What follows belongs to an exercise in optimizing a design on an open flow for small area; a production flow would make more cautious choices. In this exercise RTL edits were held to simulation tests only and were not proved equivalent to the original. Power figures rest on the tool's default switching activity, not on a simulated workload.

--- design.v ---
`default_nettype none
package commandTimersPkg;
    typedef enum logic [1:0] {
        opCheck = 2'b00,
        opWait  = 2'b01,
        opClear = 2'b10,
        opSet   = 2'b11
    } timerOp_e;
    typedef struct packed {
        logic                            isStore;
        logic                            cmdBit;
        logic [$clog2(8)-1:0] select;
        logic                            prescale;
        logic [27-1:0]     waitTime;
        logic [3:0]                      regDest;
    } timerCmd_t;
    typedef struct packed {
        logic [3:0]  regDest;
        logic [31:0] data;
    } timerResult_t;
endpackage
`default_nettype wire
`default_nettype none
module commandTimers
(
    input  wire logic                         clk,
    input  wire logic                         arstN,
    input  wire logic                         ioInAck,
    output logic                              ioInReq,
    input  wire logic [3:0]                   minorOpcodeIn,
    input  wire logic [3:0]                   registerDestIn,
    input  wire logic [16-1:0] dataAddrIn,
    input  wire logic [16-1:0] dataIn,
    output logic      [8-1:0]      timerOutAck,
    input  wire logic [8-1:0]      timerOutReq,
    output logic [8*5-1:0]        resultOut
);
    localparam int NT = 8;
    logic [2:0]  phase;
    logic [15:0] lowHalf;
    logic        cmdValid;
    logic        pStore;
    logic        pBusy;      
    logic [2:0]  pSel;
    logic [3:0]  pTag;
    logic        beatFire;
    logic        highFire;
    logic        setWrite;
    logic [2:0]  sel;
    logic [26:0] waitTime;
    logic        prescale;
    logic [31:0] scaledWait;
    logic        waitOk;
    logic [11:0] highBits;   
    logic        late;       
    logic [2:0]  ringSel;
    logic [26:0] ringWait;
    logic        ringPrescale;
    logic [31:0] ringScaled;
    logic        ringWrite;
    logic [2:0]  ringPos;
    logic [2:0]  ringUntil;
    logic [2:0]  untilPass;
    logic [3:0]  spanOffset;
    logic [4:0]  spanLow;
    logic [27:0] passSpan;
    logic        nearIn;
    logic [2:0]  lastLoIn;
    logic [27:0]   ring [NT];
    logic [NT-1:0] ringBorrow;
    logic          passZero;
    logic [2:0]    lastLo [NT];
    logic [NT-1:0] near;       
    logic [NT-1:0] busy;
    logic [NT-1:0] waitPending;
    logic [NT-1:0] slotTag0, slotTag1, slotTag2, slotTag3;
    logic [NT-1:0] slotData;
    logic [NT-1:0] ready;
    logic [NT-1:0] accept;
    assign ioInReq  = !cmdValid;
    assign beatFire = ioInAck && !cmdValid;
    assign highFire = beatFire && dataAddrIn[0];
    assign setWrite = highFire && minorOpcodeIn[2];
    assign sel      = dataIn[14:12];
    assign waitTime = {dataIn[10:0], lowHalf};
    assign prescale = dataIn[11];
    assign scaledWait = prescale ? {waitTime, 5'd0} : {5'd0, waitTime};
    assign waitOk = prescale ? ((waitTime != '0) && (!waitTime[26] || (waitTime[25:0] == '0)))
                             : (waitTime[26:1] != '0);
    assign untilPass = sel - phase - 3'd1;
    assign nearIn = (scaledWait[31:4] == '0) && ({1'b0, scaledWait[3:0]} <= {2'b0, untilPass} + 5'd1);
    assign lastLoIn = phase + scaledWait[2:0];
    assign ringSel = late ? pSel : sel;
    assign ringWait = {late ? highBits[10:0] : dataIn[10:0], lowHalf};
    assign ringPrescale = late ? highBits[11] : dataIn[11];
    assign ringScaled = ringPrescale ? {ringWait, 5'd0} : {5'd0, ringWait};
    assign ringPos = phase + 3'd1 - ringSel;
    assign ringWrite = late || (setWrite && !ringPos[0]);
    assign ringUntil = 3'd0 - ringPos;
    assign spanOffset = {1'b0, ringUntil} + 4'd2 + 4'(late);
    assign spanLow = {1'b0, ringScaled[3:0]} - {1'b0, spanOffset};
    assign passSpan = {ringScaled[30:4], spanLow[3]};
    always_ff @(posedge clk) begin
        highBits <= dataIn[11:0];
        late     <= setWrite && ringPos[0];
    end
    always_ff @(posedge clk or negedge arstN) begin
        if (!arstN) begin
            phase <= '0;
        end else begin
            phase <= phase + 3'd1;
        end
    end
    always_ff @(posedge clk) begin
        if (beatFire && !dataAddrIn[0]) begin
            lowHalf <= dataIn;
        end
    end
    always_ff @(posedge clk) begin
        if (!cmdValid) begin
            pStore <= minorOpcodeIn[2];
            pBusy  <= dataIn[15] && (!minorOpcodeIn[2] || waitOk);
            pSel   <= sel;
            pTag   <= registerDestIn;
        end
    end
    always_ff @(posedge clk or negedge arstN) begin
        if (!arstN) begin
            cmdValid <= 1'b0;
        end else if (highFire) begin
            cmdValid <= 1'b1;
        end else if (accept != '0) begin
            cmdValid <= 1'b0;
        end
    end
    assign passZero = (ring[0][27:2] == '0) && (ring[0][1] == ringBorrow[0]) && !ring[0][0];
    for (genvar s = 0; s < NT; s++) begin : genRing
        always_ff @(posedge clk) begin
            if ((s % 2 == 0) && ringWrite && (ringPos == 3'(s))) begin
                ring[s]       <= passSpan;
                ringBorrow[s] <= spanLow[4];
            end else if (s == 1) begin
                ring[s]       <= ring[0] - {26'd0, ringBorrow[0], 1'b1};
                ringBorrow[s] <= 1'b0;
            end else begin
                ring[s]       <= ring[(s + NT - 1) % NT];
                ringBorrow[s] <= ringBorrow[(s + NT - 1) % NT];
            end
        end
    end
    for (genvar i = 0; i < NT; i++) begin : genTimer
        assign ready[i]  = pStore || (!timerOutAck[i] && !waitPending[i]);
        assign accept[i] = cmdValid && (pSel == 3'(i)) && ready[i];
        always_ff @(posedge clk) begin
            if (setWrite && (sel == 3'(i))) begin
                lastLo[i] <= lastLoIn;
            end
        end
        always_ff @(posedge clk) begin
            if (setWrite && (sel == 3'(i))) begin
                near[i] <= nearIn;
            end else if (phase == 3'(i)) begin
                near[i] <= passZero;
            end
        end
        always_ff @(posedge clk or negedge arstN) begin
            if (!arstN) begin
                busy[i] <= 1'b0;
            end else if (accept[i] && pStore) begin
                busy[i] <= pBusy;
            end else if (near[i] && (phase == lastLo[i])) begin
                busy[i] <= 1'b0;
            end
        end
        always_ff @(posedge clk or negedge arstN) begin
            if (!arstN) begin
                waitPending[i] <= 1'b0;
            end else if (accept[i] && !pStore && pBusy) begin
                waitPending[i] <= 1'b1;
            end else if (!busy[i]) begin
                waitPending[i] <= 1'b0;
            end
        end
        always_ff @(posedge clk or negedge arstN) begin
            if (!arstN) begin
                timerOutAck[i] <= 1'b0;
            end else if (timerOutAck[i]) begin
                timerOutAck[i] <= !timerOutReq[i];
            end else begin
                timerOutAck[i] <= (accept[i] && !pStore && !pBusy) || (waitPending[i] && !busy[i]);
            end
        end
        always_ff @(posedge clk) begin
            if (accept[i] && !pStore) begin
                {slotTag3[i], slotTag2[i], slotTag1[i], slotTag0[i]} <= pTag;
                slotData[i] <= !pBusy && busy[i];
            end
        end
        assign resultOut[i*5 +: 5] = {slotTag3[i], slotTag2[i], slotTag1[i], slotTag0[i], slotData[i]};
    end
endmodule
`default_nettype wire
--- flow/run.sh ---
#!/bin/bash
# The standard layout with three changes:
#  - synthesis maps the logic with ABC's area-oriented mapper (amap) instead
#    of the delay-oriented script; registers, passes and naming are unchanged
#  - single-drive port buffers
#  - a clock tree of mid-size buffers without dummy loads
set -euo pipefail
work=$PWD

# A copy of ORFS's scripts that differs only in the ABC area script
rm -rf "$work/scripts"
cp -r "$FLOW_HOME/scripts" "$work/scripts"
printf 'strash\ndc2\ndch -f\namap\ntopo\nstime -c\ndnsize -c\n' > "$work/scripts/abc_area.script"

export BUFFER_PORTS_ARGS="-buffer_cell sky130_fd_sc_hd__buf_1"
export CTS_ARGS="-sink_clustering_enable -repair_clock_nets -buf_list sky130_fd_sc_hd__clkbuf_8 -sink_clustering_size 18 -sink_clustering_max_diameter 60 -dont_use_dummy_load"

bash standard.sh SCRIPTS_DIR="$work/scripts" ABC_AREA=1 synth > "$work/synth.log" 2>&1
bash standard.sh finish > "$work/layout.log" 2>&1
--- standard.sh ---
#!/bin/bash
# synth_recipe.tcl (not shown) runs the flow's synth.tcl, then flattens the netlist and writes it again
# the make line also repeats each setting of config.mk as NAME=value (left out here)
make -C /OpenROAD-flow-scripts/flow DESIGN_CONFIG=/design/flow/config.mk WORK_HOME=/design/flow/orfs CLKGATE_MAP_FILE= SYNTH_SCRIPT=/design/flow/synth_recipe.tcl "${@:-finish}"
--- config.mk ---
export PLATFORM = sky130hd
export DESIGN_NAME = commandTimers
export DESIGN_NICKNAME = commandTimers
export VERILOG_FILES = /design/flow/design.v
export SDC_FILE = /design/flow/constraint.sdc
export NUM_CORES = 4
export LEC_CHECK = 0
export CAP_MARGIN = 20
export CORE_MARGIN = 2
export CORE_UTILIZATION = 80
export CTS_BUF_LIST = sky130_fd_sc_hd__clkbuf_8
export CTS_CLUSTER_DIAMETER = 60
export CTS_CLUSTER_SIZE = 18
export SLEW_MARGIN = 20
--- constraint.sdc ---
create_clock -name core_clock -period 7.0 [get_ports {clk}]
set_input_delay 1.4000 -clock core_clock [delete_from_list [all_inputs] [get_ports {clk}]]
set_output_delay 1.4000 -clock core_clock [all_outputs]
set_load 0.01 [all_outputs]
==> results of run 1 <==
## layer usage
layer	vias to the layer above	track usage (%)	wire length, um
li1	3951	-	-
met1	4120	45.1	10500
met2	457	58.6	13500
met3	61	5.70	2360
met4	0	10.3	730
met5	-	0	0
## synthesized netlist by cell type (9+ instances only)
master / n / area (um^2)
dfxtp_1: 244 / 4880
nor2_1: 183 / 687
o31ai_1: 9 / 67.6
nand2_1: 49 / 184
ha_1: 24 / 300
nand3_1: 9 / 45.0
dfrtp_1: 28 / 701
or3_1: 14 / 87.6
o22ai_1: 40 / 250
a21oi_1: 139 / 696
nor3_1: 26 / 130
nor2b_1: 10 / 62.6
or2_0: 9 / 56.3
clkinv_1: 82 / 308
o21ai_0: 45 / 225
edfxtp_1: 97 / 2910
## through the flow
stage / instances / util [%] / hold slack (ns) / total power (W) / setup WS, ns
2_1_floorplan: 1068 / - / 0.310 / 0.00345 / 2.01
3_3_place_gp: 1340 / 87.1 / 0.310 / 0.00364 / 1.78
3_5_place_dp: 1340 / 87.1 / 0.312 / 0.00374 / 1.54
4_1_cts: 1364 / 89.3 / 0.328 / 0.00461 / 1.94
5_1_grt: 1364 / 89.3 / 0.341 / 0.00483 / 1.52
6_report: 1364 / 89.3 / 0.323 / 0.00462 / 1.93
## registers in the layout, indices dropped and copies added (netlist names), 3 cells and up
register,count
timerOutAck,8
near,8
pTag,4
slotTag2,8
slotTag0,8
lowHalf,16
highBits,12
pSel,3
busy,8
ring,224
slotTag3,8
slotData,8
phase,3
slotTag1,8
waitPending,8
ringBorrow,7
lastLo,24
## cell type report
| class | instances | area [um^2] |
|---|---|---|
| clock buffer | 24 | 330 |
| multi-input combinational | 617 | 3360 |
| sequential | 369 | 8500 |
| timing repair buffer | 88 | 357 |
| tap | 184 | 230 |
| inverter | 82 | 308 |
| fill | 666 | 1570 |
## kinds of logic after synthesis
family / count (synthesis) / synth area share, %
xor gates and xnor gates: 1 / 0.0722
and+or+nand+nor: 314 / 11.1
DFF: 369 / 70.1
buffers and inverters: 82 / 2.54
AOI/OAI and AO/OA: 274 / 13.1
adders and majority gates: 28 / 3.14
## worst max-delay path: stages, from the launching register on
cell and delay (ns):
dfrtp_1 0.47, clkinv_1 0.52, ha_1 0.53, clkinv_1 0.11, fa_1 0.47, nor2_1 0.14, a21oi_1 0.07, o21ai_0 0.52
clkinv_1 0.31, ha_1 0.36, clkinv_1 0.06, ha_1 0.28, clkinv_1 0.06, ha_1 0.28, a31o_1 0.20, o21ai_0 0.41
a21oi_1 0.13
## worst max path at each step
stage                     to  depth (start not counted)
2_1_floorplan  ringBorrow[0]                         10
3_3_place_gp      ring[0][0]                         17
3_5_place_dp      ring[2][0]                         17
4_1_cts           ring[4][0]                         16
5_1_grt           ring[4][0]                         15
6_report          ring[4][0]                         16
## report_power, final
group / internal [W] / switching [W] / leakage (nW)
logic: 0.000255 / 0.000436 / 1.37
registers: 0.00278 / 0.000252 / 3.30
clock network: 0.000309 / 0.000592 / 0.173
==> results_dict.tcl, run 1 <==
set metrics [dict create \
    ff2ff_setup_slack_ns 1.93 \
    stdcell_area_um2 13100 \
    clockRootBuffer "clkbuf_8" \
    reg2reg_from "phase[0]" \
    start_kind "flop" \
    boundaryPins 100 \
    path_class "reg -> reg" \
    ys_seq_area_share_pct 70.1 \
    crit_fanout 20 \
    cts_setup_buffers 0 \
    clk_latency_ns 0.56 \
    synth-main-ff-cell "dfxtp_1" \
    grt_pass1_wl_mm 43.0 \
    path_clk_slew_ns 0.12 \
    wire_per_inst_um 19.9 \
    max-cap-violations 0 \
    final.setup.tns_ns 0 \
    leakage_nw 4.84 \
    finalWeightedCongestion 0.900 \
    hold_path_depth 0 \
    port_buffers 81 \
    synth_cell_types 35 \
    synth_nets 1147 \
    crit_path_start "phase[0]" \
    drt-total-wl_mm 27.1 \
    cts_resized 0 \
    finalCritPeriodShare_pct 72.4 \
    placed_area_um2 12700 \
    rsz0062_at_grt "false" \
    final_cell_mix "244 x dfxtp_1, 181 x nor2_1, 139 x a21oi_1" \
    crit_required_ns 7.41 \
    coreArea_um2 14600 \
    post_synth.cell_area_avg_um2 11.4 \
    yosys_warnings 3 \
    max_freq_ghz 0.197 \
    finalMaxSlewViolations 0 \
    skew_ns 0.0452 \
    ant_nets 0 \
    relSlewSlack_pct 42.1 \
    synth_cells 1068 \
    die-height_um 127 \
    reg2reg_depth 16 \
    via_count 8589 \
    fp-row-count 44 \
    final_common_cell "dfxtp_1" \
    min_from "ring[6][18]" \
    dp_hpwl_mm 18.4 \
    numCtsBuffers 24 \
    min_period_ns 5.07 \
    vias_per_cell 6.30 \
    initial_core_util_pct 82.8 \
    dieArea_um2 16200 \
    grt_start_max_net_pins 45 \
    cts.sink_count 369 \
    endpoint_kind "flop" \
    grt_overflow_total 0 \
    syn_to_final_growth_pct 7.86 \
    cts_max_level 1 \
    ys_ff_latch 369 \
    track_usage_pct 34.0 \
    drt-initial-drc-count 810 \
    status "finished clean" \
    drive_gt1_share_pct 3.05 \
    hold_viol_final 0 \
    drc 0 \
    cts_hold_buffers 0 \
    diodes 0 \
    antenna_found_initial 0 \
    drt-pass1-iter-count 5 \
    min_to "ring[7][18]" \
    die_w_um 127 \
    async_flop_share_pct 7.59 \
    power-per-cell-area_nw_per_um2 353 \
    cts_tree "done" \
    nNetsFinal 1261 \
    hp-class "reg -> reg" \
    tightest_slew_ns 0.847 \
    setup_viol_count_final 0 \
    ir_worst_vdd_mv 0.330 \
    grt_pass1_vias 8452 \
    r2r-end "ring[4][0]" \
    critPathArrivalTime_ns 5.48 \
    cts.path.max_buffers 3 \
    syn_area_um2 12100 \
    synth_edf_count 97 \
]
==> run 2, diff against run 1 <==
--- a/config.mk
+++ b/config.mk
@@ -8,5 +8,5 @@
 export CAP_MARGIN = 20
 export CORE_MARGIN = 2
-export CORE_UTILIZATION = 80
+export CORE_UTILIZATION = 70
 export CTS_BUF_LIST = sky130_fd_sc_hd__clkbuf_8
 export CTS_CLUSTER_DIAMETER = 60
==> results_dict.tcl, run 2 <==
set metrics [dict create \
    numCtsBuffers 24 \
    diodes 0 \
    via_count 8102 \
    setup_viol_count_final 0 \
    synth_cell_types 35 \
    reg2reg_depth 16 \
    synth_cells 1068 \
    ys_ff_latch 369 \
    hold_viol_final 0 \
    syn_to_final_growth_pct 8.23 \
    leakage_nw 4.84 \
    crit_fanout 20 \
    wire_per_inst_um 17.0 \
    drc 0 \
    path_clk_slew_ns 0.10 \
    die-height_um 136 \
    endpoint_kind "flop" \
    finalCritPeriodShare_pct 71.2 \
    clockRootBuffer "clkbuf_8" \
    drt-total-wl_mm 23.8 \
    synth_nets 1147 \
    holdWs_ns 0.314 \
    finalWeightedCongestion 0.816 \
    largest_reg_flops 224 \
    antenna_found_initial 0 \
    ir_worst_vdd_mv 0.312 \
    dp_hpwl_mm 16.6 \
    initial_core_util_pct 70.8 \
    hp-class "reg -> reg" \
    final_cell_mix "244 x dfxtp_1, 181 x nor2_1, 139 x a21oi_1" \
    cts_setup_buffers 0 \
    port_buffers 81 \
    status "finished clean" \
    finalMaxSlewViolations 0 \
    synth_top_area_cell "dfxtp_1" \
    endpoint "ring[6][0]" \
    grt_pass1_wl_mm 37.8 \
    r2r-end "ring[6][0]" \
    grt_overflow_total 0 \
    max_freq_ghz 0.201 \
    synthTopCellsByCount "244 x dfxtp_1, 183 x nor2_1, 139 x a21oi_1, 97 x edfxtp_1, 82 x clkinv_1" \
    grt_pass1_vias 7511 \
    boundaryPins 100 \
    crit_chain "clkinv_1, ha_1, clkinv_1, fa_1, nor2_1, a21oi_1, o21ai_0, clkinv_1, ha_1, clkinv_1, ha_1, clkinv_1, ha_1, a31o_1, o21ai_0, a21oi_1" \
    drive_gt1_share_pct 3.05 \
    critPathArrivalTime_ns 5.41 \
    fp-row-count 48 \
    stdcell_area_um2 13100 \
    async_flop_share_pct 7.59 \
    cts_resized 0 \
    yosys_warnings 3 \
    clk_latency_ns 0.57 \
    drt-pass1-iter-count 5 \
    nNetsFinal 1260 \
    fillCellCount 1160 \
    skew_ns 0.0529 \
    final_common_cell "dfxtp_1" \
    cpMostUsedCell "clkinv_1" \
    fin_util_pct 76.7 \
    ant_nets 0 \
    syn_area_um2 12100 \
    tightest_slew_ns 1.00 \
    power-per-cell-area_nw_per_um2 347 \
    dieArea_um2 18400 \
    min_period_ns 4.98 \
    regMostFlops "ring" \
    rsz0062_at_grt "false" \
    cts.path.max_buffers 3 \
    relSlewSlack_pct 31.5 \
    synth.top_cell.area_share_pct 40.3 \
    track_usage_pct 26.3 \
    vias_per_cell 5.77 \
    reg_top3 "ring (224), lastLo (24), lowHalf (16)" \
    synth_edf_count 97 \
    start_kind "flop" \
    ys_seq_area_share_pct 70.1 \
    max-cap-violations 0 \
    crit_required_ns 7.43 \
    crit_path_start "phase[0]" \
    cts_tree "done" \
    cts_max_level 1 \
    path_class "reg -> reg" \
    synth-main-ff-cell "dfxtp_1" \
    crit_path_max_incr_delay_ns 0.53 \
    synth_area_leaders "dfxtp_1 40%, edfxtp_1 24%, dfrtp_1 5.8%, a21oi_1 5.7%, nor2_1 5.7%" \
    cts_hold_buffers 0 \
    placed_area_um2 12800 \
    grt_start_max_net_pins 41 \
    post_synth.cell_area_avg_um2 11.4 \
    coreArea_um2 17100 \
    yosysMostFrequentCell "dfxtp_1" \
    ff2ff_setup_slack_ns 2.02 \
    final.setup.tns_ns 0 \
    reg2reg_from "phase[0]" \
    die_w_um 136 \
    crit_slowest_cell "ha_1" \
    drt-initial-drc-count 608 \
    cts.sink_count 369 \
]
-- run 2: area by class of cell --
| cell class | instances | area (um^2) | area share [%] |
|---|---|---|---|
| clock buffers | 24 | 330 | 2.52 |
| well taps | 225 | 282 | 2.15 |
| flip-flops and latches | 369 | 8500 | 64.8 |
| multi-input cells | 617 | 3360 | 25.6 |
| repair buffers | 87 | 350 | 2.67 |
| inverters | 82 | 308 | 2.35 |
-- run 2: where the power goes --
part	internal [W]	switching [W]	total (W)
clock	0.000309	0.000587	0.000896
sequential	0.00278	0.000228	0.00301
combinational	0.000254	0.000404	0.000658
total	0.00334	0.00122	0.00456
-- run 2: through the flow --
stage	power [W]	instances	setup slack (ns)
4_1_cts	0.00458	1404	2.05
5_1_grt	0.00479	1404	1.55
3_3_place_gp	0.00365	1380	1.73
3_5_place_dp	0.00371	1380	1.57
6_report	0.00456	1404	2.02
2_1_floorplan	0.00345	1068	2.01
-- run 2: cells by family after synthesis --
group,after synthesis,share of synthesized area [%]
DFF,369,70.1
and+or+nand+nor,314,11.1
AOI/OAI and AO/OA,274,13.1
buffers and inverters,82,2.54
adders and majority gates,28,3.14
xor gates and xnor gates,1,0.0722
-- run 2: per-layer routing --
metal | global-route usage [%] | vias to the layer above | routed length [um]
met2 | 41.4 | 234 | 11000
met3 | 3.63 | 32 | 1250
met4 | 7.12 | 0 | 488
li1 | - | 3952 | -
met1 | 39.0 | 3884 | 11100
met5 | 0 | - | 0
-- run 2: how the worst min path moves through the flow --
stage | from | slack (ns) | end | depth (start not counted)
finish | ring[6][16] | 0.31 | ring[7][16] | 0
global route | ring[2][4] | 0.31 | ring[3][4] | 0
CTS | ring[6][16] | 0.31 | ring[7][16] | 0
detailed placement | ring[2][0] | 0.31 | ring[3][0] | 0
global placement | ring[4][26] | 0.31 | ring[5][26] | 0
floorplan | ringBorrow[2] | 0.31 | ringBorrow[3] | 0
-- run 2: worst max-delay path: cells and delay by family, from the launching register on --
family                     cells  cell delay (ns)
AOI/OAI and AO/OA              5             1.40
adders and majority gates      5             1.90
buffers and inverters          5             1.01
DFF                            1             0.45
and+or+nand+nor                1             0.11
==> run 3, diff against run 2 <==
--- a/flow/run.sh
+++ b/flow/run.sh
@@ -14,5 +14,5 @@
 
 export BUFFER_PORTS_ARGS="-buffer_cell sky130_fd_sc_hd__buf_1"
-export CTS_ARGS="-sink_clustering_enable -repair_clock_nets -buf_list sky130_fd_sc_hd__clkbuf_8 -sink_clustering_size 18 -sink_clustering_max_diameter 60 -dont_use_dummy_load"
+export CTS_ARGS="-sink_clustering_enable -repair_clock_nets -buf_list sky130_fd_sc_hd__clkbuf_8 -sink_clustering_size 22 -sink_clustering_max_diameter 45 -dont_use_dummy_load"
 
 bash standard.sh SCRIPTS_DIR="$work/scripts" ABC_AREA=1 synth > "$work/synth.log" 2>&1
==> results_dict.tcl, run 3 <==
set metrics [dict create \
    ff2ff_setup_slack_ns 2.00 \
    power-per-cell-area_nw_per_um2 356 \
    nNetsFinal 1270 \
    synth_cell_types 35 \
    fin_util_pct 77.5 \
    p_int_w 0.00347 \
    die_w_um 136 \
    status "finished clean" \
    drt-initial-drc-count 529 \
    final.setup.tns_ns 0 \
    dieArea_um2 18400 \
    finalCritPeriodShare_pct 71.5 \
    post_synth.cell_area_avg_um2 11.4 \
    max_freq_ghz 0.200 \
    fillCellCount 1146 \
    regMostFlops "ring" \
    async_flop_share_pct 7.59 \
    cts_max_level 2 \
    crit_required_ns 7.38 \
    synth.top_cell.area_share_pct 40.3 \
    track_usage_pct 26.7 \
    antenna_found_initial 0 \
    crit_fanout 20 \
    rsz0062_at_grt "false" \
    yosysMostFrequentCell "dfxtp_1" \
    vias_per_cell 5.77 \
    p_comb_share_pct 13.9 \
    drc 0 \
    port_buffers 81 \
    grt_pass1_vias 7508 \
    max-cap-violations 0 \
    fin_ws_ns 2.00 \
    cts.path.max_buffers 3 \
    leakage_nw 4.91 \
    synth-main-ff-cell "dfxtp_1" \
    clk_latency_ns 0.55 \
    cts_setup_buffers 0 \
    fp-row-count 48 \
    cts_hold_buffers 0 \
    synth_edf_count 97 \
    path_class "reg -> reg" \
    stdcell_count 1414 \
    ys_seq_area_share_pct 70.1 \
    ir_worst_vdd_mv 0.254 \
    cts.sink_count 369 \
    clockPowerShare_pct 22.3 \
    seqPwrFrac_pct 63.7 \
    boundaryPins 100 \
    synth_nets 1147 \
    switching_share_pct 26.5 \
    skew_ns 0.0523 \
    grt_pass1_wl_mm 38.0 \
    coreArea_um2 17100 \
    wire_per_inst_um 17.0 \
    place_inst 1380 \
    via_count 8159 \
    clockRootBuffer "clkbuf_8" \
    endpoint_kind "flop" \
    setup_viol_count_final 0 \
    yosys_warnings 3 \
    diodes 0 \
    cts_tree "done" \
    cts_resized 0 \
    tightest_slew_ns 0.979 \
    synth_area_leaders "dfxtp_1 40%, edfxtp_1 24%, dfrtp_1 5.8%, a21oi_1 5.7%, nor2_1 5.7%" \
    drt-pass1-iter-count 5 \
    min_period_ns 5.00 \
    finalWeightedCongestion 0.816 \
    start_kind "flop" \
    finalMaxSlewViolations 0 \
    die-height_um 136 \
    final_cell_mix "244 x dfxtp_1, 181 x nor2_1, 139 x a21oi_1" \
    synthTopCellsByCount "244 x dfxtp_1, 183 x nor2_1, 139 x a21oi_1, 97 x edfxtp_1, 82 x clkinv_1" \
    grt_start_max_net_pins 41 \
    switchingPower_w 0.00125 \
    grt_overflow_total 0 \
    crit_slowest_cell "o21ai_0" \
    synth_top_area_cell "dfxtp_1" \
    critPathArrivalTime_ns 5.38 \
    reg_top3 "ring (224), lastLo (24), lowHalf (16)" \
    largest_reg_flops 224 \
    synth_cells 1068 \
    hold_viol_final 0 \
    numCtsBuffers 34 \
    post-place-ws_ns 1.57 \
    relSlewSlack_pct 33.0 \
    drive_gt1_share_pct 3.87 \
    drt-total-wl_mm 24.0 \
    crit_chain "clkinv_1, ha_1, clkinv_1, fa_1, nor2_1, a21oi_1, o21ai_0, clkinv_1, ha_1, clkinv_1, ha_1, clkinv_1, ha_1, a31o_1, o21ai_0, a21oi_1" \
    path_clk_slew_ns 0.09 \
    final_common_cell "dfxtp_1" \
    hp-class "reg -> reg" \
    dp_hpwl_mm 16.6 \
    syn_to_final_growth_pct 9.37 \
    ant_nets 0 \
    cpMostUsedCell "clkinv_1" \
    initial_core_util_pct 70.8 \
    ys_ff_latch 369 \
    syn_area_um2 12100 \
    crit_path_max_incr_delay_ns 0.55 \
]
-- run 3: worst max-delay path: cells and delay by family (launching register included) --
family                     cells  cell delay, ns
DFF                            1            0.44
and+or+nand+nor                1            0.11
adders and majority gates      5            1.89
AOI/OAI and AO/OA              5            1.41
buffers and inverters          5            1.00
-- run 3: power by group through the flow --
| stage | clock network, W | registers (W) | logic, W |
|---|---|---|---|
| 3_3_place_gp | 0 | 0.00303 | 0.000624 |
| 4_1_cts | 0.00107 | 0.00301 | 0.000659 |
| 2_1_floorplan | 0 | 0.00299 | 0.000460 |
| 6_report | 0.00106 | 0.00301 | 0.000657 |
| 3_5_place_dp | 0 | 0.00305 | 0.000653 |
| 5_1_grt | 0.00115 | 0.00306 | 0.000748 |
-- run 3: metrics by stage --
step / area [um^2] / total power [W] / hold WS, ns
CTS: 13300 / 0.00474 / 0.300
detailed placement: 12800 / 0.00371 / 0.312
global placement: 12800 / 0.00365 / 0.310
floorplan: 12100 / 0.00345 / 0.310
global route: 13300 / 0.00497 / 0.294
finish: 13300 / 0.00472 / 0.291
-- run 3: kinds of logic after synthesis --
family                     synth area share, %
DFF                                       70.1
and+or+nand+nor                           11.1
AOI/OAI and AO/OA                         13.1
buffers and inverters                     2.54
adders and majority gates                 3.14
xor gates and xnor gates                0.0722
-- run 3: per-layer routing --
metal | vias to the layer above | GRT usage (%) | share of wire, %
li1 | 3978 | - | -
met4 | 0 | 7.81 | 2.2
met5 | - | 0 | 0
met1 | 3897 | 39.3 | 46
met3 | 43 | 5.35 | 6.3
met2 | 241 | 40.9 | 45
-- run 3: final timing paths --
path | startpoint | to | cells after the start
min in group asynchronous | arstN | timerOutAck[5] | 1
max in group asynchronous | arstN | cmdValid | 1
worst min-delay path | ringBorrow[4] | ringBorrow[5] | 0
worst min register to register | ringBorrow[4] | ringBorrow[5] | 0
worst max-delay path | phase[0] | ring[2][0] | 16
worst max register to register | phase[0] | ring[2][0] | 16
-- run 3: cell type report --
cell class / instances / area (um^2) / share of cell area (%)
Inverter: 82 / 308 / 2.32
Multi-Input combinational cell: 617 / 3360 / 25.3
Timing Repair Buffer: 87 / 350 / 2.64
Tap cell: 225 / 282 / 2.12
Clock buffer: 34 / 468 / 3.53
Sequential cell: 369 / 8500 / 64.1
==> run 4, diff against run 3 <==
--- a/flow/run.sh
+++ b/flow/run.sh
@@ -14,5 +14,5 @@
 
 export BUFFER_PORTS_ARGS="-buffer_cell sky130_fd_sc_hd__buf_1"
-export CTS_ARGS="-sink_clustering_enable -repair_clock_nets -buf_list sky130_fd_sc_hd__clkbuf_8 -sink_clustering_size 22 -sink_clustering_max_diameter 45 -dont_use_dummy_load"
+export CTS_ARGS="-sink_clustering_enable -repair_clock_nets -buf_list sky130_fd_sc_hd__clkbuf_8 -sink_clustering_size 20 -sink_clustering_max_diameter 90 -dont_use_dummy_load"
 
 bash standard.sh SCRIPTS_DIR="$work/scripts" ABC_AREA=1 synth > "$work/synth.log" 2>&1
==> results_dict.tcl, run 4 <==
set metrics [dict create \
    clockPowerShare_pct 19.1 \
    drc 0 \
    clk_latency_ns 0.56 \
    path_class "reg -> reg" \
    synth.top_cell.area_share_pct 40.3 \
    max-cap-violations 0 \
    ir_worst_vdd_mv 0.322 \
    p_int_w 0.00332 \
    syn_area_um2 12100 \
    cts_setup_buffers 0 \
    drt-pass1-iter-count 5 \
    cts.path.max_buffers 3 \
    finalCritPeriodShare_pct 70.3 \
    post_synth.cell_area_avg_um2 11.4 \
    hp-class "reg -> reg" \
    synth-main-ff-cell "dfxtp_1" \
    boundaryPins 100 \
    numCtsBuffers 22 \
    coreArea_um2 17100 \
    p_comb_share_pct 14.5 \
    ys_seq_area_share_pct 70.1 \
    crit_required_ns 7.42 \
    fillCellCount 1168 \
    yosysMostFrequentCell "dfxtp_1" \
    reg_top3 "ring (224), lastLo (24), lowHalf (16)" \
    crit_path_max_incr_delay_ns 0.74 \
    die_w_um 136 \
    finalMaxSlewViolations 0 \
    grt_start_max_net_pins 41 \
    synthAdderAreaFrac_pct 3.14 \
    endpoint_kind "flop" \
    skew_ns 0.0714 \
    rsz0062_at_grt "false" \
    antenna_found_initial 0 \
    finalWeightedCongestion 0.816 \
    synth_nets 1147 \
    final.setup.tns_ns 0 \
    final_cell_mix "244 x dfxtp_1, 181 x nor2_1, 139 x a21oi_1" \
    cts_resized 0 \
    min_period_ns 4.92 \
    synth_xor_area_share_pct 0.0722 \
    via_count 8110 \
    synth_top_family_by_area "compound AO/OA/AOI/OAI gates" \
    grt_pass1_vias 7441 \
    setup_viol_count_final 0 \
    async_flop_share_pct 7.59 \
    path_clk_slew_ns 0.12 \
    vias_per_cell 5.78 \
    diodes 0 \
    post_synth_and_or_nand_nor_area_fraction_pct 11.1 \
    fp-row-count 48 \
    drt-total-wl_mm 23.6 \
    tightest_slew_ns 1.00 \
    cts_max_level 1 \
    dp_hpwl_mm 16.6 \
    power-per-cell-area_nw_per_um2 345 \
    synth_cell_types 35 \
    nNetsFinal 1258 \
    wire_per_inst_um 16.9 \
    synth_area_leaders "dfxtp_1 40%, edfxtp_1 24%, dfrtp_1 5.8%, a21oi_1 5.7%, nor2_1 5.7%" \
    largest_reg_flops 224 \
    initial_core_util_pct 70.8 \
    crit_slowest_cell "dfxtp_1" \
    crit_fanout 17 \
    hold_viol_final 0 \
    switchingPower_w 0.00121 \
    relSlewSlack_pct 31.4 \
    grt_overflow_total 0 \
    synth_top_area_cell "dfxtp_1" \
    dieArea_um2 18400 \
    ys_ff_latch 369 \
    regMostFlops "ring" \
    crit_chain "clkinv_1, o22ai_1, ha_1, fa_1, a21oi_1, o21ai_0, clkinv_1, ha_1, clkinv_1, ha_1, clkinv_1, ha_1, a31o_1, o21ai_0, a21oi_1" \
    die-height_um 136 \
    critPathArrivalTime_ns 5.35 \
    yosys_warnings 3 \
    synthTopCellsByCount "244 x dfxtp_1, 183 x nor2_1, 139 x a21oi_1, 97 x edfxtp_1, 82 x clkinv_1" \
    muxShareOfSynthArea_pct 0 \
    final_common_cell "dfxtp_1" \
    max_freq_ghz 0.203 \
    status "finished clean" \
    leakage_nw 4.82 \
    holdWs_ns 0.326 \
    synth-compound-area-share_pct 13.1 \
    drive_gt1_share_pct 2.89 \
    synth_cells 1068 \
    syn_to_final_growth_pct 8.01 \
    cts_hold_buffers 0 \
    grt_pass1_wl_mm 37.7 \
    cts_tree "done" \
    ant_nets 0 \
    start_kind "flop" \
    switching_share_pct 26.7 \
    clockRootBuffer "clkbuf_8" \
    port_buffers 81 \
    cts.sink_count 369 \
    track_usage_pct 26.2 \
    seqPwrFrac_pct 66.4 \
    drt-initial-drc-count 603 \
    synth_edf_count 97 \
]
[run 4: cell counts after synthesis]
No cell type changed its count.
[run 4: logic make-up (layout without fill, tap and decap cells)]
group / count (synthesis) / in the layout
buf+inv: 82 / 191
xor+xnor: 1 / 1
flops: 369 / 369
fa+ha+maj: 28 / 28
simple gates: 314 / 314
compound gates: 274 / 274
[run 4: area by class of cell]
cell class                 count  area, um^2  area share (%)
clock buffer                  22         303            2.31
inverter                      82         308            2.35
multi-input combinational    617        3360            25.6
sequential                   369        8500            64.9
tap                          225         282            2.15
timing repair buffer          87         350            2.68
[run 4: power groups by stage]
| stage | clock network, W | logic, W | registers (W) |
|---|---|---|---|
| floorplan | 0 | 0.000460 | 0.00299 |
| global placement | 0 | 0.000624 | 0.00303 |
| detailed placement | 0 | 0.000653 | 0.00305 |
| CTS | 0.000875 | 0.000659 | 0.00301 |
| global route | 0.000952 | 0.000748 | 0.00306 |
| finish | 0.000863 | 0.000658 | 0.00300 |
[run 4: routing by layer]
layer / share of wire [%] / vias to the layer above / global-route usage (%)
li1: - / 3951 / -
met1: 47 / 3884 / 39.5
met2: 45 / 241 / 40.7
met3: 5.6 / 34 / 3.40
met4: 2.2 / 0 / 6.89
met5: 0 / - / 0
[run 4: per-stage QoR]
step	instances	setup slack, ns	instance area (um^2)	total power, W	utilization, %
floorplan	1068	2.01	12100	0.00345	-
global placement	1380	1.73	12800	0.00365	74.7
detailed placement	1380	1.57	12800	0.00371	74.7
CTS	1402	2.05	13100	0.00454	76.5
global route	1402	1.60	13100	0.00476	76.5
finish	1402	2.08	13100	0.00452	76.5
[run 4: critical path, delay by kind of cell (launching register included)]
kind,cells,cell delay [ns]
AO/OA/AOI/OAI,6,1.75
adder cells (fa/ha/maj),5,1.30
flip-flops,1,0.74
buffers and inverters,4,1.00
[run 4: path summary, 6_finish.rpt]
check,endpoint,from,slack [ns],cells past startpoint
setup / recovery,ring[6][0],late,2.08,15
hold / removal,ring[3][4],ring[2][4],0.33,0
setup reg to reg,ring[6][0],late,2.08,15
hold reg to reg,ring[3][4],ring[2][4],0.33,0
max in group asynchronous,phase[0],arstN,5.57,1
min in group asynchronous,busy[7],arstN,0.89,1
==> run 5, diff against run 4 <==
--- a/flow/run.sh
+++ b/flow/run.sh
@@ -14,5 +14,5 @@
 
 export BUFFER_PORTS_ARGS="-buffer_cell sky130_fd_sc_hd__buf_1"
-export CTS_ARGS="-sink_clustering_enable -repair_clock_nets -buf_list sky130_fd_sc_hd__clkbuf_8 -sink_clustering_size 20 -sink_clustering_max_diameter 90 -dont_use_dummy_load"
+export CTS_ARGS="-sink_clustering_enable -repair_clock_nets -buf_list {sky130_fd_sc_hd__clkbuf_4 sky130_fd_sc_hd__clkbuf_8} -sink_clustering_size 18 -sink_clustering_max_diameter 60 -dont_use_dummy_load"
 
 bash standard.sh SCRIPTS_DIR="$work/scripts" ABC_AREA=1 synth > "$work/synth.log" 2>&1
==> results_dict.tcl, run 5 <==
set metrics [dict create \
    dr_wl_met2_mm 11.0 \
    ff2ff_setup_slack_ns 2.02 \
    synth.top_cell.area_share_pct 40.3 \
    crit_required_ns 7.43 \
    synth_top_area_cell "dfxtp_1" \
    ys_seq_area_share_pct 70.1 \
    crit_fanout 20 \
    power-per-cell-area_nw_per_um2 347 \
    min_from "ring[6][16]" \
    regArea_um2 8500 \
    synth-main-ff-cell "dfxtp_1" \
    cts.path.max_buffers 3 \
    synth_cells 1068 \
    yosysMostFrequentCell "dfxtp_1" \
    dieArea_um2 18400 \
    cpMostUsedCell "clkinv_1" \
    reg_top3 "ring (224), lastLo (24), lowHalf (16)" \
    syn_area_um2 12100 \
    max-cap-violations 0 \
    tightest_slew_ns 1.00 \
    drive_gt1_share_pct 3.05 \
    ant_nets 0 \
    min_period_ns 4.98 \
    crit_slowest_cell "ha_1" \
    fp-row-count 48 \
    critPathArrivalTime_ns 5.41 \
    ys_ff_latch 369 \
    drt-total-wl_mm 23.8 \
    clockRootBuffer "clkbuf_8" \
    diodes 0 \
    met3_length_mm 1.25 \
    grt_overflow_total 0 \
    crit_chain "clkinv_1, ha_1, clkinv_1, fa_1, nor2_1, a21oi_1, o21ai_0, clkinv_1, ha_1, clkinv_1, ha_1, clkinv_1, ha_1, a31o_1, o21ai_0, a21oi_1" \
    final_cell_mix "244 x dfxtp_1, 181 x nor2_1, 139 x a21oi_1" \
    final_common_cell "dfxtp_1" \
    port_buffers 81 \
    wire_per_inst_um 17.0 \
    drc 0 \
    highest_layer "met4" \
    post_synth.cell_area_avg_um2 11.4 \
    clk_latency_ns 0.57 \
    grt_start_max_net_pins 41 \
    drt-pass1-iter-count 5 \
    reg2reg_from "phase[0]" \
    coreArea_um2 17100 \
    status "finished clean" \
    cts_max_level 1 \
    antenna_found_initial 0 \
    hp-class "reg -> reg" \
    skew_ns 0.0529 \
    crit_path_max_incr_delay_ns 0.53 \
    drt-initial-drc-count 608 \
    regMostFlops "ring" \
    nNetsFinal 1260 \
    async_flop_share_pct 7.59 \
    path_clk_slew_ns 0.10 \
    cts.sink_count 369 \
    die_w_um 136 \
    rsz0062_at_grt "false" \
    relSlewSlack_pct 31.5 \
    largest_reg_flops 224 \
    wl_met1_mm 11.1 \
    yosys_warnings 3 \
    initial_core_util_pct 70.8 \
    leakage_nw 4.84 \
    finalMaxSlewViolations 0 \
    hold_path_depth 0 \
    via_count 8102 \
    ir_worst_vdd_mv 0.312 \
    max_freq_ghz 0.201 \
    endpoint_kind "flop" \
    multiInputGateArea_um2 3360 \
    synthTopCellsByCount "244 x dfxtp_1, 183 x nor2_1, 139 x a21oi_1, 97 x edfxtp_1, 82 x clkinv_1" \
    synth_cell_types 35 \
    synth_nets 1147 \
    syn_to_final_growth_pct 8.23 \
    track_usage_pct 26.3 \
    reg2reg_depth 16 \
    hold_viol_final 0 \
    setup_viol_count_final 0 \
    final.setup.tns_ns 0 \
    place_inst 1380 \
    path_class "reg -> reg" \
    dp_hpwl_mm 16.6 \
    finalCritPeriodShare_pct 71.2 \
    r2r-end "ring[6][0]" \
    finalWeightedCongestion 0.816 \
    p_total_w 0.00456 \
    stdcell_count 1404 \
    numCtsBuffers 24 \
    grt_pass1_wl_mm 37.8 \
    start_kind "flop" \
    grt_pass1_vias 7511 \
    cts_setup_buffers 0 \
    die-height_um 136 \
    min_to "ring[7][16]" \
    fillCellCount 1160 \
    cts_resized 0 \
    vias_per_cell 5.77 \
    cts_hold_buffers 0 \
    synth_edf_count 97 \
    boundaryPins 100 \
    synth_area_leaders "dfxtp_1 40%, edfxtp_1 24%, dfrtp_1 5.8%, a21oi_1 5.7%, nor2_1 5.7%" \
    cts_tree "done" \
]
-- run 5: cell counts after synthesis --
No cell type changed its count.
-- run 5: layout make-up --
cell class	count	area share, %
inverters	82	2.35
repair buffers	87	2.67
multi-input cells	617	25.6
flip-flops and latches	369	64.8
clock buffers	24	2.52
well taps	225	2.15
-- run 5: how the worst max path moves through the flow --
stage | start | slack [ns] | endpoint
after floorplan | dataIn[12] | 2.01 | ringBorrow[0]
after CTS | phase[0] | 2.05 | ring[6][0]
final | phase[0] | 2.02 | ring[6][0]
after global placement | dataIn[12] | 1.73 | ring[0][0]
after detailed placement | dataIn[12] | 1.57 | ring[6][0]
after global routing | phase[0] | 1.55 | ring[4][0]
-- run 5: cells by family (layout without fill, tap and decap cells) --
| group | Yosys count | after routing | share of synthesized area, % |
|---|---|---|---|
| buf+inv | 82 | 193 | 2.54 |
| xor+xnor | 1 | 1 | 0.0722 |
| compound gates | 274 | 274 | 13.1 |
| flops | 369 | 369 | 70.1 |
| simple gates | 314 | 314 | 11.1 |
| fa+ha+maj | 28 | 28 | 3.14 |
-- run 5: per-layer routing --
layer | up-vias | GRT usage, %
li1 | 3952 | -
met1 | 3884 | 39.0
met2 | 234 | 41.4
met3 | 32 | 3.63
met4 | 0 | 7.12
met5 | - | 0
-- run 5: power by group --
part	internal (W)	total [W]	switching, W
combinational	0.000254	0.000658	0.000404
sequential	0.00278	0.00301	0.000228
clock	0.000309	0.000896	0.000587
-- run 5: critical path: cells and delay by family (launching register included) --
family	cells	cell delay, ns
DFF	1	0.45
AOI/OAI and AO/OA	5	1.40
adders and majority gates	5	1.90
buffers and inverters	5	1.01
and+or+nand+nor	1	0.11
-- run 5: per-stage QoR --
step | area (um^2) | util, % | setup WS [ns] | hold slack, ns
after global placement | 12800 | 74.7 | 1.73 | 0.310
after CTS | 13100 | 76.7 | 2.05 | 0.311
final | 13100 | 76.7 | 2.02 | 0.314
after floorplan | 12100 | - | 2.01 | 0.310
after global routing | 13100 | 76.7 | 1.55 | 0.309
after detailed placement | 12800 | 74.7 | 1.57 | 0.312
==> run 6, diff against run 5 <==
--- a/design.v
+++ b/design.v
@@ -66,10 +66,13 @@
     logic [27:0] passSpan;
     logic        nearIn;
-    logic [2:0]  lastLoIn;
+    logic [2:0]  lastIn;
     logic [27:0]   ring [NT];
     logic [NT-1:0] ringBorrow;
     logic          passZero;
-    logic [2:0]    lastLo [NT];
-    logic [NT-1:0] near;       
+    logic [NT-1:0] ringNear;   
+    logic [2:0]    ringLast [NT];
+    logic [NT-1:0] stageDone;  
+    logic [NT-1:0] stageRev;
+    logic [NT-1:0] done;       
     logic [NT-1:0] busy;
     logic [NT-1:0] waitPending;
@@ -88,7 +91,4 @@
     assign waitOk = prescale ? ((waitTime != '0) && (!waitTime[26] || (waitTime[25:0] == '0)))
                              : (waitTime[26:1] != '0);
-    assign untilPass = sel - phase - 3'd1;
-    assign nearIn = (scaledWait[31:4] == '0) && ({1'b0, scaledWait[3:0]} <= {2'b0, untilPass} + 5'd1);
-    assign lastLoIn = phase + scaledWait[2:0];
     assign ringSel = late ? pSel : sel;
     assign ringWait = {late ? highBits[10:0] : dataIn[10:0], lowHalf};
@@ -98,4 +98,7 @@
     assign ringWrite = late || (setWrite && !ringPos[0]);
     assign ringUntil = 3'd0 - ringPos;
+    assign untilPass = ringUntil + 3'(late);
+    assign nearIn = (ringScaled[31:4] == '0) && ({1'b0, ringScaled[3:0]} <= {2'b0, untilPass} + 5'd1);
+    assign lastIn = ringPos + ringScaled[2:0] - 3'd1 - 3'(late);
     assign spanOffset = {1'b0, ringUntil} + 4'd2 + 4'(late);
     assign spanLow = {1'b0, ringScaled[3:0]} - {1'b0, spanOffset};
@@ -140,28 +143,29 @@
                 ring[s]       <= passSpan;
                 ringBorrow[s] <= spanLow[4];
+                ringNear[s]   <= nearIn;
+                ringLast[s]   <= lastIn;
             end else if (s == 1) begin
                 ring[s]       <= ring[0] - {26'd0, ringBorrow[0], 1'b1};
                 ringBorrow[s] <= 1'b0;
+                ringNear[s]   <= passZero;
+                ringLast[s]   <= ringLast[0];
             end else begin
                 ring[s]       <= ring[(s + NT - 1) % NT];
                 ringBorrow[s] <= ringBorrow[(s + NT - 1) % NT];
-            end
-        end
-    end
+                ringNear[s]   <= ringNear[(s + NT - 1) % NT];
+                ringLast[s]   <= ringLast[(s + NT - 1) % NT];
+            end
+        end
+        assign stageDone[s] = ringNear[s] && (ringLast[s] == 3'(s));
+    end
+    always_comb begin
+        for (int k = 0; k < NT; k++) begin
+            stageRev[k] = stageDone[(NT - k) % NT];
+        end
+    end
+    assign done = (NT)'({stageRev, stageRev} >> (3'd0 - phase));
     for (genvar i = 0; i < NT; i++) begin : genTimer
         assign ready[i]  = pStore || (!timerOutAck[i] && !waitPending[i]);
         assign accept[i] = cmdValid && (pSel == 3'(i)) && ready[i];
-        always_ff @(posedge clk) begin
-            if (setWrite && (sel == 3'(i))) begin
-                lastLo[i] <= lastLoIn;
-            end
-        end
-        always_ff @(posedge clk) begin
-            if (setWrite && (sel == 3'(i))) begin
-                near[i] <= nearIn;
-            end else if (phase == 3'(i)) begin
-                near[i] <= passZero;
-            end
-        end
         always_ff @(posedge clk or negedge arstN) begin
             if (!arstN) begin
@@ -169,5 +173,5 @@
             end else if (accept[i] && pStore) begin
                 busy[i] <= pBusy;
-            end else if (near[i] && (phase == lastLo[i])) begin
+            end else if (done[i]) begin
                 busy[i] <= 1'b0;
             end
--- a/flow/run.sh
+++ b/flow/run.sh
@@ -14,5 +14,5 @@
 
 export BUFFER_PORTS_ARGS="-buffer_cell sky130_fd_sc_hd__buf_1"
-export CTS_ARGS="-sink_clustering_enable -repair_clock_nets -buf_list {sky130_fd_sc_hd__clkbuf_4 sky130_fd_sc_hd__clkbuf_8} -sink_clustering_size 18 -sink_clustering_max_diameter 60 -dont_use_dummy_load"
+export CTS_ARGS="-sink_clustering_enable -repair_clock_nets -buf_list sky130_fd_sc_hd__clkbuf_8 -sink_clustering_size 18 -sink_clustering_max_diameter 60 -dont_use_dummy_load"
 
 bash standard.sh SCRIPTS_DIR="$work/scripts" ABC_AREA=1 synth > "$work/synth.log" 2>&1
==> results_dict.tcl, run 6 <==
set metrics [dict create \
    status "finished clean" \
    nNetsFinal 1236 \
    cts_setup_buffers 0 \
    tightest_slew_ns 1.06 \
    clockRootBuffer "clkbuf_8" \
    dp_hpwl_mm 16.8 \
    die_w_um 134 \
    placed_area_um2 12400 \
    initial_core_util_pct 71.3 \
    die-height_um 134 \
    cts.path.max_buffers 3 \
    post_synth.cell_area_avg_um2 11.2 \
    leakage_nw 5.11 \
    cpMostUsedCell "clkinv_1" \
    yosys_warnings 3 \
    numCtsBuffers 24 \
    grt_overflow_total 0 \
    ys_seq_area_share_pct 69.6 \
    skew_ns 0.0218 \
    ys_ff_latch 369 \
    ir_worst_vdd_mv 0.259 \
    final.setup.tns_ns 0 \
    min_period_ns 5.32 \
    yosysMostFrequentCell "dfxtp_1" \
    grt_start_max_net_pins 59 \
    reg2reg_depth 19 \
    max-cap-violations 0 \
    synth_nets 1121 \
    synth-main-ff-cell "dfxtp_1" \
    reg2reg_from "phase[0]" \
    regArea_um2 8180 \
    finalWeightedCongestion 0.905 \
    coreArea_um2 16500 \
    cts_tree "done" \
    holdWs_ns 0.326 \
    hold_viol_final 0 \
    endpoint "ringNear[4]" \
    dieArea_um2 17800 \
    syn_area_um2 11700 \
    crit_path_start "phase[0]" \
    ff2ff_setup_slack_ns 1.68 \
    crit_fanout 11 \
    cts_resized 0 \
    fp-row-count 47 \
    regMostFlops "ring" \
    grt_pass1_vias 7377 \
    drt-initial-drc-count 523 \
    critPathArrivalTime_ns 5.79 \
    setup_viol_count_final 0 \
    clk_latency_ns 0.55 \
    multiInputGateArea_um2 3310 \
    crit_slowest_cell "fa_1" \
    boundaryPins 100 \
    start_kind "flop" \
    drt-pass1-iter-count 5 \
    crit_chain "clkinv_1, ha_1, clkinv_1, fa_1, clkinv_1, ha_1, clkinv_1, ha_1, ha_1, clkinv_1, ha_1, clkinv_1, o21bai_1, a21o_1, a21oi_1, a41oi_1, nor4b_1, nand2_1, o22ai_1" \
    via_count 7892 \
    drive_gt1_share_pct 3.02 \
    diodes 0 \
    antenna_found_initial 0 \
    synth.top_cell.area_share_pct 47.0 \
    r2r-end "ringNear[4]" \
    final_cell_mix "276 x dfxtp_1, 161 x nand2_1, 155 x o21ai_0" \
    fillCellCount 1161 \
    syn_to_final_growth_pct 8.50 \
    async_flop_share_pct 7.59 \
    stdcell_area_um2 12700 \
    synth_edf_count 65 \
    cts_hold_buffers 0 \
    relSlewSlack_pct 29.4 \
    path_class "reg -> reg" \
    wire_per_inst_um 17.3 \
    synth_area_leaders "dfxtp_1 47%, edfxtp_1 17%, o21ai_0 6.7%, dfrtp_1 6.0%, nand2_1 5.1%" \
    crit_required_ns 7.47 \
    finalCritPeriodShare_pct 75.9 \
    hp-class "reg -> reg" \
    endpoint_kind "flop" \
    power-per-cell-area_nw_per_um2 373 \
    largest_reg_flops 224 \
    port_buffers 81 \
    finalMaxSlewViolations 0 \
    place_inst 1355 \
    crit_path_max_incr_delay_ns 0.67 \
    drc 0 \
    vias_per_cell 5.72 \
    grt_pass1_wl_mm 37.9 \
    cts_max_level 1 \
    cts.sink_count 369 \
    synth_top_area_cell "dfxtp_1" \
    final_common_cell "dfxtp_1" \
    synthTopCellsByCount "276 x dfxtp_1, 161 x nand2_1, 157 x o21ai_0, 75 x clkinv_1, 68 x nor2_1" \
    stdcell_count 1379 \
    rsz0062_at_grt "false" \
    synth_cells 1046 \
    track_usage_pct 27.0 \
    reg_top3 "ring (224), ringLast (24), lowHalf (16)" \
    drt-total-wl_mm 23.8 \
    synth_cell_types 38 \
    path_clk_slew_ns 0.10 \
    max_freq_ghz 0.188 \
    ant_nets 0 \
]
[run 6: cell types whose count changed after synthesis, moves of 5 or more]
cell       before  now
nand2_1        49  161
dfxtp_1       244  276
edfxtp_1       97   65
nor2_1        183   68
a2111oi_0       7    0
o31ai_1         9    0
a21oi_1       139   24
nor3_1         26    7
o22a_1          6   22
clkinv_1       82   75
or4_1           2    7
or3_1          14    5
o21ai_0        45  157
nor4_1          4   13
[run 6: area by class of cell]
type | instances | share of cell area, %
flip-flops and latches | 369 | 64.2
multi-input cells | 602 | 26.0
repair buffers | 89 | 2.86
clock buffers | 24 | 2.59
inverters | 75 | 2.21
well taps | 220 | 2.16
[run 6: stage by stage]
stage          worst slack [ns]  power (W)  util, %
2_1_floorplan              1.09    0.00360        -
3_3_place_gp               1.82    0.00385     75.4
3_5_place_dp               1.75    0.00391     75.4
4_1_cts                    1.79    0.00478     77.4
5_1_grt                    1.19    0.00503     77.4
6_report                   1.68    0.00475     77.4
[run 6: power by group]
part           switching, W  total, W  internal [W]
Sequential         0.000265   0.00313       0.00286
Clock              0.000581  0.000890      0.000309
Combinational      0.000465  0.000736      0.000271
Total               0.00131   0.00475       0.00344
[run 6: routing by layer]
layer / wire (um) / vias up / share of wire, % / global-route usage (%)
li1: - / 3895 / - / -
met1: 10700 / 3682 / 45 / 39.9
met2: 10800 / 258 / 45 / 41.5
met3: 1560 / 57 / 6.5 / 4.07
met4: 815 / 0 / 3.4 / 9.40
met5: 0 / - / 0 / 0
[run 6: logic make-up after synthesis]
family	share of synthesized area (%)
XOR/XNOR	0.149
AND/OR/NAND/NOR	11.1
buffers and inverters	2.40
AO/OA/AOI/OAI	13.9
adder cells (fa/ha/maj)	2.81
flip-flops	69.6
[run 6: critical path, delay by kind of cell (launching register included)]
| kind | cells | cell delay (ns) |
|---|---|---|
| compound gates | 5 | 0.65 |
| fa+ha+maj | 6 | 2.41 |
| buf+inv | 6 | 0.96 |
| flops | 1 | 0.56 |
| simple gates | 2 | 0.65 |
[run 6: how the worst min path moves through the flow]
stage | cells past startpoint | slack [ns] | start | to
floorplan | 0 | 0.31 | ringBorrow[2] | ringBorrow[3]
global placement | 0 | 0.31 | ring[4][25] | ring[5][25]
detailed placement | 0 | 0.31 | ringBorrow[2] | ringBorrow[3]
CTS | 0 | 0.33 | ring[6][17] | ring[7][17]
global route | 0 | 0.33 | ring[6][17] | ring[7][17]
finish | 0 | 0.33 | ring[6][17] | ring[7][17]
==> run 7, diff against run 6 <==
--- a/design.v
+++ b/design.v
@@ -48,7 +48,4 @@
     logic        setWrite;
     logic [2:0]  sel;
-    logic [26:0] waitTime;
-    logic        prescale;
-    logic [31:0] scaledWait;
     logic        waitOk;
     logic [11:0] highBits;   
@@ -86,9 +83,5 @@
     assign setWrite = highFire && minorOpcodeIn[2];
     assign sel      = dataIn[14:12];
-    assign waitTime = {dataIn[10:0], lowHalf};
-    assign prescale = dataIn[11];
-    assign scaledWait = prescale ? {waitTime, 5'd0} : {5'd0, waitTime};
-    assign waitOk = prescale ? ((waitTime != '0) && (!waitTime[26] || (waitTime[25:0] == '0)))
-                             : (waitTime[26:1] != '0);
+    assign waitOk = (ringScaled[31:1] != '0) && (!ringScaled[31] || (ringScaled[30:0] == '0));
     assign ringSel = late ? pSel : sel;
     assign ringWait = {late ? highBits[10:0] : dataIn[10:0], lowHalf};
@@ -99,13 +92,13 @@
     assign ringUntil = 3'd0 - ringPos;
     assign untilPass = ringUntil + 3'(late);
-    assign nearIn = (ringScaled[31:4] == '0) && ({1'b0, ringScaled[3:0]} <= {2'b0, untilPass} + 5'd1);
-    assign lastIn = ringPos + ringScaled[2:0] - 3'd1 - 3'(late);
-    assign spanOffset = {1'b0, ringUntil} + 4'd2 + 4'(late);
+    assign spanOffset = {1'b0, untilPass} + 4'd2;
     assign spanLow = {1'b0, ringScaled[3:0]} - {1'b0, spanOffset};
     assign passSpan = {ringScaled[30:4], spanLow[3]};
+    assign nearIn = (ringScaled[31:4] == '0) && spanLow[4];
+    assign lastIn = ringPos + ringScaled[2:0] - 3'd1 - 3'(late);
     always_ff @(posedge clk) begin
         highBits <= dataIn[11:0];
-        late     <= setWrite && ringPos[0];
     end
+    assign late = cmdValid && pStore && (phase[0] ^ pSel[0]);
     always_ff @(posedge clk or negedge arstN) begin
         if (!arstN) begin
==> results_dict.tcl, run 7 <==
set metrics [dict create \
    status "finished clean" \
    setup_viol_count_final 0 \
    grt_overflow_total 0 \
    start_kind "flop" \
    die_w_um 132 \
    synth.top_cell.area_share_pct 47.8 \
    wire_per_inst_um 17.1 \
    die-height_um 132 \
    relSlewSlack_pct 44.5 \
    place_inst 1317 \
    diodes 0 \
    drt-total-wl_mm 22.9 \
    via_count 7608 \
    drt-pass1-iter-count 5 \
    synth_cells 1013 \
    drc 0 \
    cts_setup_buffers 0 \
    max-cap-violations 0 \
    cts_resized 0 \
    coreArea_um2 16000 \
    p_int_w 0.00367 \
    switching_share_pct 29.6 \
    synth_edf_count 65 \
    crit_path_max_incr_delay_ns 0.58 \
    cp_num_buf_inv 6 \
    ys_seq_area_share_pct 70.9 \
    port_buffers 81 \
    final_cell_mix "275 x dfxtp_1, 154 x o21ai_0, 153 x nand2_1" \
    stdcell_count 1341 \
    max_freq_ghz 0.188 \
    synth-main-ff-cell "dfxtp_1" \
    hp-class "reg -> reg" \
    reg_top3 "ring (224), ringLast (24), lowHalf (16)" \
    clk_latency_ns 0.56 \
    hold_viol_final 0 \
    dieArea_um2 17500 \
    cpMostUsedCell "clkinv_1" \
    largest_reg_flops 224 \
    drive_gt1_share_pct 2.93 \
    grt_pass1_wl_mm 36.9 \
    final_common_cell "dfxtp_1" \
    nNetsFinal 1193 \
    p_total_w 0.00521 \
    path_clk_slew_ns 0.11 \
    ir_worst_vdd_mv 0.307 \
    critPathArrivalTime_ns 5.75 \
    track_usage_pct 26.4 \
    clockPowerShare_pct 17.0 \
    synth_nets 1079 \
    numCtsBuffers 24 \
    syn_area_um2 11500 \
    finalWeightedCongestion 0.944 \
    initial_core_util_pct 71.9 \
    skew_ns 0.0712 \
    path_class "reg -> reg" \
    grt_start_max_net_pins 67 \
    cts.path.max_buffers 3 \
    finalCritPeriodShare_pct 75.8 \
    fin_util_pct 78.0 \
    crit_slowest_cell "dfrtp_1" \
    endpoint_kind "flop" \
    cts_tree "done" \
    synth_area_leaders "dfxtp_1 48%, edfxtp_1 17%, o21ai_0 6.7%, dfrtp_1 6.1%, nand2_1 5.0%" \
    vias_per_cell 5.67 \
    min_period_ns 5.31 \
    cts_max_level 1 \
    synth_top_area_cell "dfxtp_1" \
    cts.sink_count 368 \
    ys_ff_latch 368 \
    async_flop_share_pct 7.61 \
    finalMaxSlewViolations 0 \
    crit_required_ns 7.44 \
    yosys_warnings 3 \
    fp-row-count 46 \
    clockRootBuffer "clkbuf_8" \
    post_synth.cell_area_avg_um2 11.4 \
    power-per-cell-area_nw_per_um2 418 \
    crit_family "buffers and inverters" \
    synth_cell_types 35 \
    dp_hpwl_mm 15.8 \
    switchingPower_w 0.00154 \
    crit_fanout 18 \
    boundaryPins 100 \
    ant_nets 0 \
    tightest_slew_ns 0.831 \
    cts_hold_buffers 0 \
    final.setup.tns_ns 0 \
    regMostFlops "ring" \
    syn_to_final_growth_pct 8.42 \
    rsz0062_at_grt "false" \
    leakage_nw 4.89 \
    drt-initial-drc-count 772 \
    synthTopCellsByCount "275 x dfxtp_1, 154 x o21ai_0, 153 x nand2_1, 74 x clkinv_1, 65 x edfxtp_1" \
    p_comb_share_pct 18.9 \
    seqPwrFrac_pct 64.1 \
    antenna_found_initial 0 \
    grt_pass1_vias 7322 \
    yosysMostFrequentCell "dfxtp_1" \
]
-- run 7: per-stage QoR --
| step | area, um^2 | hold WS [ns] | setup WS, ns |
|---|---|---|---|
| detailed placement | 12100 | 0.312 | 1.79 |
| global placement | 12100 | 0.310 | 1.92 |
| global route | 12500 | 0.313 | 1.16 |
| floorplan | 11500 | 0.310 | 1.77 |
| finish | 12500 | 0.306 | 1.69 |
| CTS | 12500 | 0.310 | 1.73 |
-- run 7: final timing paths --
check                               start             end  slack, ns  depth (start not counted)
max                              phase[0]     ringNear[4]       1.69                         25
max reg2reg                      phase[0]     ringNear[4]       1.69                         25
min reg2reg                ringLast[6][0]  ringLast[7][0]       0.31                          0
min                        ringLast[6][0]  ringLast[7][0]       0.31                          0
min in group asynchronous           arstN  timerOutAck[0]       0.86                          2
max in group asynchronous           arstN  timerOutAck[5]       5.82                          2
-- run 7: power groups by stage --
stage          registers, W  clock network, W  logic (W)
3_5_place_dp        0.00338                 0   0.000976
3_3_place_gp        0.00335                 0   0.000930
4_1_cts             0.00334          0.000903   0.000986
5_1_grt             0.00342          0.000977    0.00114
6_report            0.00334          0.000887   0.000984
2_1_floorplan       0.00329                 0   0.000677
-- run 7: cell type report --
cell class | instances | area, um^2
inverters | 74 | 278
repair buffers | 88 | 357
multi-input cells | 571 | 3080
well taps | 216 | 270
clock buffers | 24 | 330
flip-flops and latches | 368 | 8160
fillers | 1065 | 3520
-- run 7: cells by family after synthesis --
group / synth area share, %
xor+xnor: 0.0761
compound gates: 13.9
flops: 70.9
simple gates: 10.9
fa+ha+maj: 1.83
buf+inv: 2.41
-- run 7: metal layers --
layer / up-vias / global-route usage [%] / routed length [um]
met5: - / 0 / 0
met4: 0 / 8.00 / 583
met3: 46 / 4.34 / 1510
met2: 245 / 40.6 / 10200
met1: 3553 / 39.2 / 10600
li1: 3764 / - / -

-- port drivers added, routing unchanged --
In the flow no input, the clock included, has a driving cell. The finished layouts below were timed again as built, in two steps. Step 1 sets driving cells, clkbuf_16 on the clock port and buf_2 on the other inputs (assumed; they add their load-dependent delay and slew). Step 2 times the ports against the registers' clock, not the clock port: input delays grow and output delays shrink by t, the midpoint of the rising clock arrivals with the driver on. a / b / c = ideal / step 1 / step 2; a / b = the first two.
| run | t, ns | setup slack, ns | hold slack, ns |
|---|---|---|---|
| run 1 | 0.579 | 1.932 / 1.932 / 1.481 | 0.323 / 0.323 / 0.323 |
| run 2 | 0.585 | 2.017 / 2.017 / 1.568 | 0.314 / 0.314 / 0.314 |
| run 3 | 0.567 | 1.997 / 1.997 / 1.512 | 0.291 / 0.291 / 0.291 |
| run 4 | 0.567 | 2.076 / 2.076 / 1.601 | 0.326 / 0.326 / 0.326 |
| run 5 | 0.585 | 2.017 / 2.017 / 1.568 | 0.314 / 0.314 / 0.314 |
| run 6 | 0.587 | 1.685 / 1.685 / 1.646 | 0.326 / 0.326 / 0.326 |
| run 7 | 0.572 | 1.694 / 1.694 / 1.694 | 0.306 / 0.306 / 0.306 |
After both steps setup and hold are still met in every run listed. For run 3, which loses most, drivers alone change the setup slack by 0.000 ns; drivers and shift together by -0.485 ns.
